Context: an optimization exercise on an open-source flow, tuned for small area. The choices shown serve that exercise and are no tape-out recipe.
Where RTL was checked, it was by simulation tests only, not by an equivalence proof against the original.
Power figures rest on the tool's default switching activity, not on a simulated workload.

==> 03-14 <==
Design lut_mult_loader, start of the top module:
module lut_mult_loader #(
    parameter int ADDR_W = DEF_ADDR_W,
    parameter int COEF_W = DEF_COEF_W,
    parameter int DATA_W = DEF_DATA_W
) (
    input  logic              clk,
    input  logic              rst,
    input  logic              start,
    input  logic [COEF_W-1:0] coef,
    output logic              busy,
    output logic              done,
    output logic              table_valid,
    input  logic [ADDR_W-1:0] rd_addr,
    output logic [DATA_W-1:0] rd_data
);
clock: 10.0 ns
lec_check: 0
cap_margin: 0
core_margin: 2
core_utilization: 40
gpl_timing_driven: 0
slew_margin: 0
synth_hierarchical: 1
standard.sh (not shown) runs the stock make flow with config.mk's settings and CLKGATE_MAP_FILE= SYNTH_SCRIPT=/design/flow/synth_recipe.tcl, a recipe that flattens the netlist after the stock synthesis.
==> flow/flow/run.sh <==
#!/bin/bash
# Own layout flow: the standard flow, except that
#  - the port buffers buffer_ports inserts are the smallest buffer,
#    sky130_fd_sc_hd__buf_1 (every input and output port still gets one);
#  - clock tree synthesis is told not to add dummy loads and to cluster all
#    sinks together, so the small clock net needs few buffers;
#  - the buffers synthesis leaves are removed at floorplan (as global
#    placement does when it is timing driven, which it is not here).
set -euo pipefail
bash standard.sh \
  "BUFFER_PORTS_ARGS=-buffer_cell sky130_fd_sc_hd__buf_1" \
  "CTS_ARGS=-sink_clustering_enable -repair_clock_nets -dont_use_dummy_load -sink_clustering_size 30 -sink_clustering_max_diameter 200 -buf_list sky130_fd_sc_hd__clkbuf_4" \
  REMOVE_ABC_BUFFERS=1 SKIP_CTS_REPAIR_TIMING=1 SKIP_INCREMENTAL_REPAIR=1 \
  finish > standard_make.log 2>&1
==> 08-12: changes against 03-14 <==
--- a/flow/design.v
+++ b/flow/design.v
@@ -101,66 +101,66 @@
     logic hs3;
     logic hc3;
     logic fs3;
     logic fc3;
     logic fs4;
     logic fc4;
     logic fs5;
     logic fc5;
-    logic hs4;
-    logic hc4;
     logic fs6;
     logic fc6;
     logic fs7;
     logic fc7;
     logic fs8;
     logic fc8;
     logic fs9;
     logic fc9;
+    logic hs4;
+    logic hc4;
     logic hs5;
     logic hc5;
     logic fs10;
     logic fc10;
     logic fs11;
     logic fc11;
     logic fs12;
     logic fc12;
     logic fs13;
     logic fc13;
     logic fs14;
     logic fc14;
-    logic hs6;
-    logic hc6;
     logic fs15;
     logic fc15;
     logic fs16;
     logic fc16;
     logic fs17;
     logic fc17;
     logic fs18;
     logic fc18;
     logic fs19;
     logic fc19;
     logic fs20;
     logic fc20;
-    logic hs7;
-    logic hc7;
+    logic hs6;
+    logic hc6;
     logic fs21;
     logic fc21;
     logic fs22;
     logic fc22;
     logic fs23;
     logic fc23;
     logic fs24;
     logic fc24;
     logic fs25;
     logic fc25;
     logic fs26;
     logic fc26;
+    logic hs7;
+    logic hc7;
     logic fs27;
     logic fc27;
     logic fs28;
     logic fc28;
     logic fs29;
     logic fc29;
     logic fs30;
     logic fc30;
@@ -257,81 +257,81 @@
     assign pp7_0 = ~(raddr[7] & coef[0]);
     assign pp7_1 = ~(raddr[7] & coef[1]);
     assign pp7_2 = ~(raddr[7] & coef[2]);
     assign pp7_3 = ~(raddr[7] & coef[3]);
     assign pp7_4 = ~(raddr[7] & coef[4]);
     assign pp7_5 = ~(raddr[7] & coef[5]);
     assign pp7_6 = ~(raddr[7] & coef[6]);
     assign pp7_7 = ~(raddr[7] & coef[7]);
-    lut_hs u_hs0 (.a(pp0_1), .b(pp1_0), .s(hs0));
+    lut_hx u_hs0 (.a(pp0_1), .b(pp1_0), .s(hs0));
     lut_hc u_hc0 (.a(pp0_1), .b(pp1_0), .co(hc0));
     lut_hs u_hs1 (.a(pp0_2), .b(pp1_1), .s(hs1));
     lut_hc u_hc1 (.a(pp0_2), .b(pp1_1), .co(hc1));
     lut_fa u_fa0 (.a(pp2_0), .b(hs1), .c(hc0), .s(fs0), .co(fc0));
     lut_hs u_hs2 (.a(pp0_3), .b(pp1_2), .s(hs2));
     lut_hc u_hc2 (.a(pp0_3), .b(pp1_2), .co(hc2));
     lut_fa u_fa1 (.a(pp2_1), .b(pp3_0), .c(hs2), .s(fs1), .co(fc1));
     lut_fa u_fa2 (.a(hc1), .b(fc0), .c(fs1), .s(fs2), .co(fc2));
     lut_hs u_hs3 (.a(pp0_4), .b(pp1_3), .s(hs3));
     lut_hc u_hc3 (.a(pp0_4), .b(pp1_3), .co(hc3));
     lut_fa u_fa3 (.a(pp2_2), .b(pp3_1), .c(pp4_0), .s(fs3), .co(fc3));
     lut_fa u_fa4 (.a(hs3), .b(hc2), .c(fc1), .s(fs4), .co(fc4));
     lut_fa u_fa5 (.a(fs3), .b(fc2), .c(fs4), .s(fs5), .co(fc5));
-    lut_hs u_hs4 (.a(pp0_5), .b(pp1_4), .s(hs4));
-    lut_hc u_hc4 (.a(pp0_5), .b(pp1_4), .co(hc4));
-    lut_fa u_fa6 (.a(pp2_3), .b(pp3_2), .c(pp4_1), .s(fs6), .co(fc6));
-    lut_fa u_fa7 (.a(pp5_0), .b(hs4), .c(hc3), .s(fs7), .co(fc7));
-    lut_fa u_fa8 (.a(fc3), .b(fs6), .c(fs7), .s(fs8), .co(fc8));
-    lut_fa u_fa9 (.a(fc4), .b(fs8), .c(fc5), .s(fs9), .co(fc9));
+    lut_fa u_fa6 (.a(pp0_5), .b(pp1_4), .c(pp2_3), .s(fs6), .co(fc6));
+    lut_fa u_fa7 (.a(pp3_2), .b(pp4_1), .c(pp5_0), .s(fs7), .co(fc7));
+    lut_fa u_fa8 (.a(hc3), .b(fc3), .c(fs6), .s(fs8), .co(fc8));
+    lut_fa u_fa9 (.a(fs7), .b(fc4), .c(fs8), .s(fs9), .co(fc9));
+    lut_hx u_hs4 (.a(fc5), .b(fs9), .s(hs4));
+    lut_hc u_hc4 (.a(fc5), .b(fs9), .co(hc4));
     lut_hs u_hs5 (.a(pp0_6), .b(pp1_5), .s(hs5));
     lut_hc u_hc5 (.a(pp0_6), .b(pp1_5), .co(hc5));
     lut_fa u_fa10 (.a(pp2_4), .b(pp3_3), .c(pp4_2), .s(fs10), .co(fc10));
     lut_fa u_fa11 (.a(pp5_1), .b(pp6_0), .c(hs5), .s(fs11), .co(fc11));
-    lut_fa u_fa12 (.a(hc4), .b(fc6), .c(fs10), .s(fs12), .co(fc12));
-    lut_fa u_fa13 (.a(fc7), .b(fs11), .c(fs12), .s(fs13), .co(fc13));
-    lut_fa u_fa14 (.a(fc8), .b(fs13), .c(fc9), .s(fs14), .co(fc14));
-    lut_hs u_hs6 (.a(pp0_7), .b(pp1_6), .s(hs6));
-    lut_hc u_hc6 (.a(pp0_7), .b(pp1_6), .co(hc6));
-    lut_fa u_fa15 (.a(pp2_5), .b(pp3_4), .c(pp4_3), .s(fs15), .co(fc15));
-    lut_fa u_fa16 (.a(pp5_2), .b(pp6_1), .c(pp7_0), .s(fs16), .co(fc16));
-    lut_fa u_fa17 (.a(hs6), .b(hc5), .c(fc10), .s(fs17), .co(fc17));
-    lut_fa u_fa18 (.a(fc11), .b(fs15), .c(fs16), .s(fs18), .co(fc18));
-    lut_fa u_fa19 (.a(fc12), .b(fs17), .c(fs18), .s(fs19), .co(fc19));
-    lut_fa u_fa20 (.a(fc13), .b(fs19), .c(fc14), .s(fs20), .co(fc20));
-    lut_hs u_hs7 (.a(pp1_7), .b(pp2_6), .s(hs7));
-    lut_hc u_hc7 (.a(pp1_7), .b(pp2_6), .co(hc7));
-    lut_fa u_fa21 (.a(pp3_5), .b(pp4_4), .c(pp5_3), .s(fs21), .co(fc21));
-    lut_fa u_fa22 (.a(pp6_2), .b(pp7_1), .c(hs7), .s(fs22), .co(fc22));
-    lut_fa u_fa23 (.a(hc6), .b(fc15), .c(fc16), .s(fs23), .co(fc23));
+    lut_fa u_fa12 (.a(fc6), .b(fc7), .c(fs10), .s(fs12), .co(fc12));
+    lut_fa u_fa13 (.a(fs11), .b(fc8), .c(fs12), .s(fs13), .co(fc13));
+    lut_fa u_fa14 (.a(fc9), .b(fs13), .c(hc4), .s(fs14), .co(fc14));
+    lut_fa u_fa15 (.a(pp0_7), .b(pp1_6), .c(pp2_5), .s(fs15), .co(fc15));
+    lut_fa u_fa16 (.a(pp3_4), .b(pp4_3), .c(pp5_2), .s(fs16), .co(fc16));
+    lut_fa u_fa17 (.a(pp6_1), .b(pp7_0), .c(hc5), .s(fs17), .co(fc17));
+    lut_fa u_fa18 (.a(fc10), .b(fc11), .c(fs15), .s(fs18), .co(fc18));
+    lut_fa u_fa19 (.a(fs16), .b(fs17), .c(fc12), .s(fs19), .co(fc19));
+    lut_fa u_fa20 (.a(fs18), .b(fc13), .c(fs19), .s(fs20), .co(fc20));
+    lut_hx u_hs6 (.a(fs20), .b(fc14), .s(hs6));
+    lut_hc u_hc6 (.a(fs20), .b(fc14), .co(hc6));
+    lut_fa u_fa21 (.a(pp1_7), .b(pp2_6), .c(pp3_5), .s(fs21), .co(fc21));
+    lut_fa u_fa22 (.a(pp4_4), .b(pp5_3), .c(pp6_2), .s(fs22), .co(fc22));
+    lut_fa u_fa23 (.a(pp7_1), .b(fc15), .c(fc16), .s(fs23), .co(fc23));
     lut_fa u_fa24 (.a(fs21), .b(fs22), .c(fc17), .s(fs24), .co(fc24));
-    lut_fa u_fa25 (.a(fs23), .b(fc18), .c(fs24), .s(fs25), .co(fc25));
+    lut_fa u_fa25 (.a(fc18), .b(fs23), .c(fs24), .s(fs25), .co(fc25));
     lut_fa u_fa26 (.a(fc19), .b(fs25), .c(fc20), .s(fs26), .co(fc26));
+    lut_hx u_hs7 (.a(fs26), .b(hc6), .s(hs7));
+    lut_hc u_hc7 (.a(fs26), .b(hc6), .co(hc7));
     lut_fa u_fa27 (.a(pp2_7), .b(pp3_6), .c(pp4_5), .s(fs27), .co(fc27));
     lut_fa u_fa28 (.a(pp5_4), .b(pp6_3), .c(pp7_2), .s(fs28), .co(fc28));
-    lut_fa u_fa29 (.a(hc7), .b(fc21), .c(fc22), .s(fs29), .co(fc29));
-    lut_fa u_fa30 (.a(fs27), .b(fs28), .c(fc23), .s(fs30), .co(fc30));
-    lut_fa u_fa31 (.a(fs29), .b(fc24), .c(fs30), .s(fs31), .co(fc31));
-    lut_fa u_fa32 (.a(fc25), .b(fs31), .c(fc26), .s(fs32), .co(fc32));
+    lut_fa u_fa29 (.a(fc21), .b(fc22), .c(fs27), .s(fs29), .co(fc29));
+    lut_fa u_fa30 (.a(fs28), .b(fc23), .c(fc24), .s(fs30), .co(fc30));
+    lut_fa u_fa31 (.a(fs29), .b(fc25), .c(fs30), .s(fs31), .co(fc31));
+    lut_fa u_fa32 (.a(fs31), .b(fc26), .c(hc7), .s(fs32), .co(fc32));
     lut_fa u_fa33 (.a(pp3_7), .b(pp4_6), .c(pp5_5), .s(fs33), .co(fc33));
     lut_fa u_fa34 (.a(pp6_4), .b(pp7_3), .c(fc27), .s(fs34), .co(fc34));
     lut_fa u_fa35 (.a(fc28), .b(fs33), .c(fc29), .s(fs35), .co(fc35));
     lut_fa u_fa36 (.a(fs34), .b(fc30), .c(fs35), .s(fs36), .co(fc36));
     lut_fa u_fa37 (.a(fc31), .b(fs36), .c(fc32), .s(fs37), .co(fc37));
     lut_fa u_fa38 (.a(pp4_7), .b(pp5_6), .c(pp6_5), .s(fs38), .co(fc38));
     lut_fa u_fa39 (.a(pp7_4), .b(fc33), .c(fs38), .s(fs39), .co(fc39));
     lut_fa u_fa40 (.a(fc34), .b(fs39), .c(fc35), .s(fs40), .co(fc40));
-    lut_fa u_fa41 (.a(fc36), .b(fs40), .c(fc37), .s(fs41), .co(fc41));
+    lut_fa u_fa41 (.a(fs40), .b(fc36), .c(fc37), .s(fs41), .co(fc41));
     lut_fa u_fa42 (.a(pp5_7), .b(pp6_6), .c(pp7_5), .s(fs42), .co(fc42));
     lut_fa u_fa43 (.a(fc38), .b(fs42), .c(fc39), .s(fs43), .co(fc43));
     lut_fa u_fa44 (.a(fs43), .b(fc40), .c(fc41), .s(fs44), .co(fc44));
     lut_fa u_fa45 (.a(pp6_7), .b(pp7_6), .c(fc42), .s(fs45), .co(fc45));
     lut_fa u_fa46 (.a(fs45), .b(fc43), .c(fc44), .s(fs46), .co(fc46));
     lut_fa u_fa47 (.a(pp7_7), .b(fc45), .c(fc46), .s(fs47), .co(fc47));
-    assign rdata = ~{fc47, fs47, fs46, fs44, fs41, fs37, fs32, fs26, fs20, fs14, fs9, fs5, fs2, fs0, hs0, pp0_0};
+    assign rdata = {~fc47, ~fs47, ~fs46, ~fs44, ~fs41, ~fs37, ~fs32, hs7, hs6, ~fs14, hs4, ~fs5, ~fs2, ~fs0, hs0, ~pp0_0};
 endmodule
 module lut_fa (
     input  logic a,
     input  logic b,
     input  logic c,
     output logic s,
     output logic co
 );
@@ -340,16 +340,23 @@
 endmodule
 module lut_hs (
     input  logic a,
     input  logic b,
     output logic s
 );
     assign s = ~(a ^ b);
 endmodule
+module lut_hx (
+    input  logic a,
+    input  logic b,
+    output logic s
+);
+    assign s = a ^ b;
+endmodule
 module lut_hc (
     input  logic a,
     input  logic b,
     output logic co
 );
     assign co = a | b;
 endmodule
 import lut_mult_loader_pkg::*;
--- a/flow/flow/run.sh
+++ b/flow/flow/run.sh
@@ -5,10 +5,10 @@
 #  - clock tree synthesis is told not to add dummy loads and to cluster all
 #    sinks together, so the small clock net needs few buffers;
 #  - the buffers synthesis leaves are removed at floorplan (as global
 #    placement does when it is timing driven, which it is not here).
 set -euo pipefail
 bash standard.sh \
   "BUFFER_PORTS_ARGS=-buffer_cell sky130_fd_sc_hd__buf_1" \
   "CTS_ARGS=-sink_clustering_enable -repair_clock_nets -dont_use_dummy_load -sink_clustering_size 30 -sink_clustering_max_diameter 200 -buf_list sky130_fd_sc_hd__clkbuf_4" \
-  REMOVE_ABC_BUFFERS=1 SKIP_CTS_REPAIR_TIMING=1 SKIP_INCREMENTAL_REPAIR=1 \
+  REMOVE_ABC_BUFFERS=1 \
   finish > standard_make.log 2>&1
==> summary of the runs <==
- 03-14 completed, yet does not pass: negative setup slack. 08-12 completed with no timing, DRC or antenna violations.
- In sequential power, 03-14 and 08-12 hardly differ.
- Against 03-14, the utilization of 08-12 is lower by 0.31 points.
- In synthesized cell count, 08-12 and 03-14 do not differ.
- In 03-14 the via count is higher than in 08-12, by about 2%.
- Between 03-14 and 08-12, the lower clock power is in 08-12 (gap about 2%, measured against 08-12).
- Against 08-12, the maximum frequency of 03-14 is lower by about 3.6%.
Only the layout flow was run in 03-14; the RTL was not checked for function there.

-- re-timing with driven ports --
The flow's constraints put no driver on any port. The routed layouts listed below were extracted and timed again, unchanged, in two steps.
Step 1 sets driving cells, clkbuf_16 on the clock port and buf_2 on the other inputs (assumed; they add their load-dependent delay and slew).
Step 2 moves the port delays by t, midway between the first and last clock arrival at a register: inputs arrive t later, outputs are due t later. That takes back most of the time a late clock gives input paths.
Slacks: no drivers / after step 1 / after step 2; pairs: no drivers / after step 1.
run | t (ns) | slack for setup (ns) | worst setup path after step 2 | latest minus earliest clock arrival (ns)
03-14 | 0.303 | -0.019 / -0.049 / -0.049 | input to output | 0.000 / 0.000
08-12 | 0.299 | 0.346 / 0.324 / 0.324 | input to output | 0.006 / 0.005
The setup slack of 03-14, which loses most, moves by -0.030 ns with the drivers and by -0.030 ns with both steps.
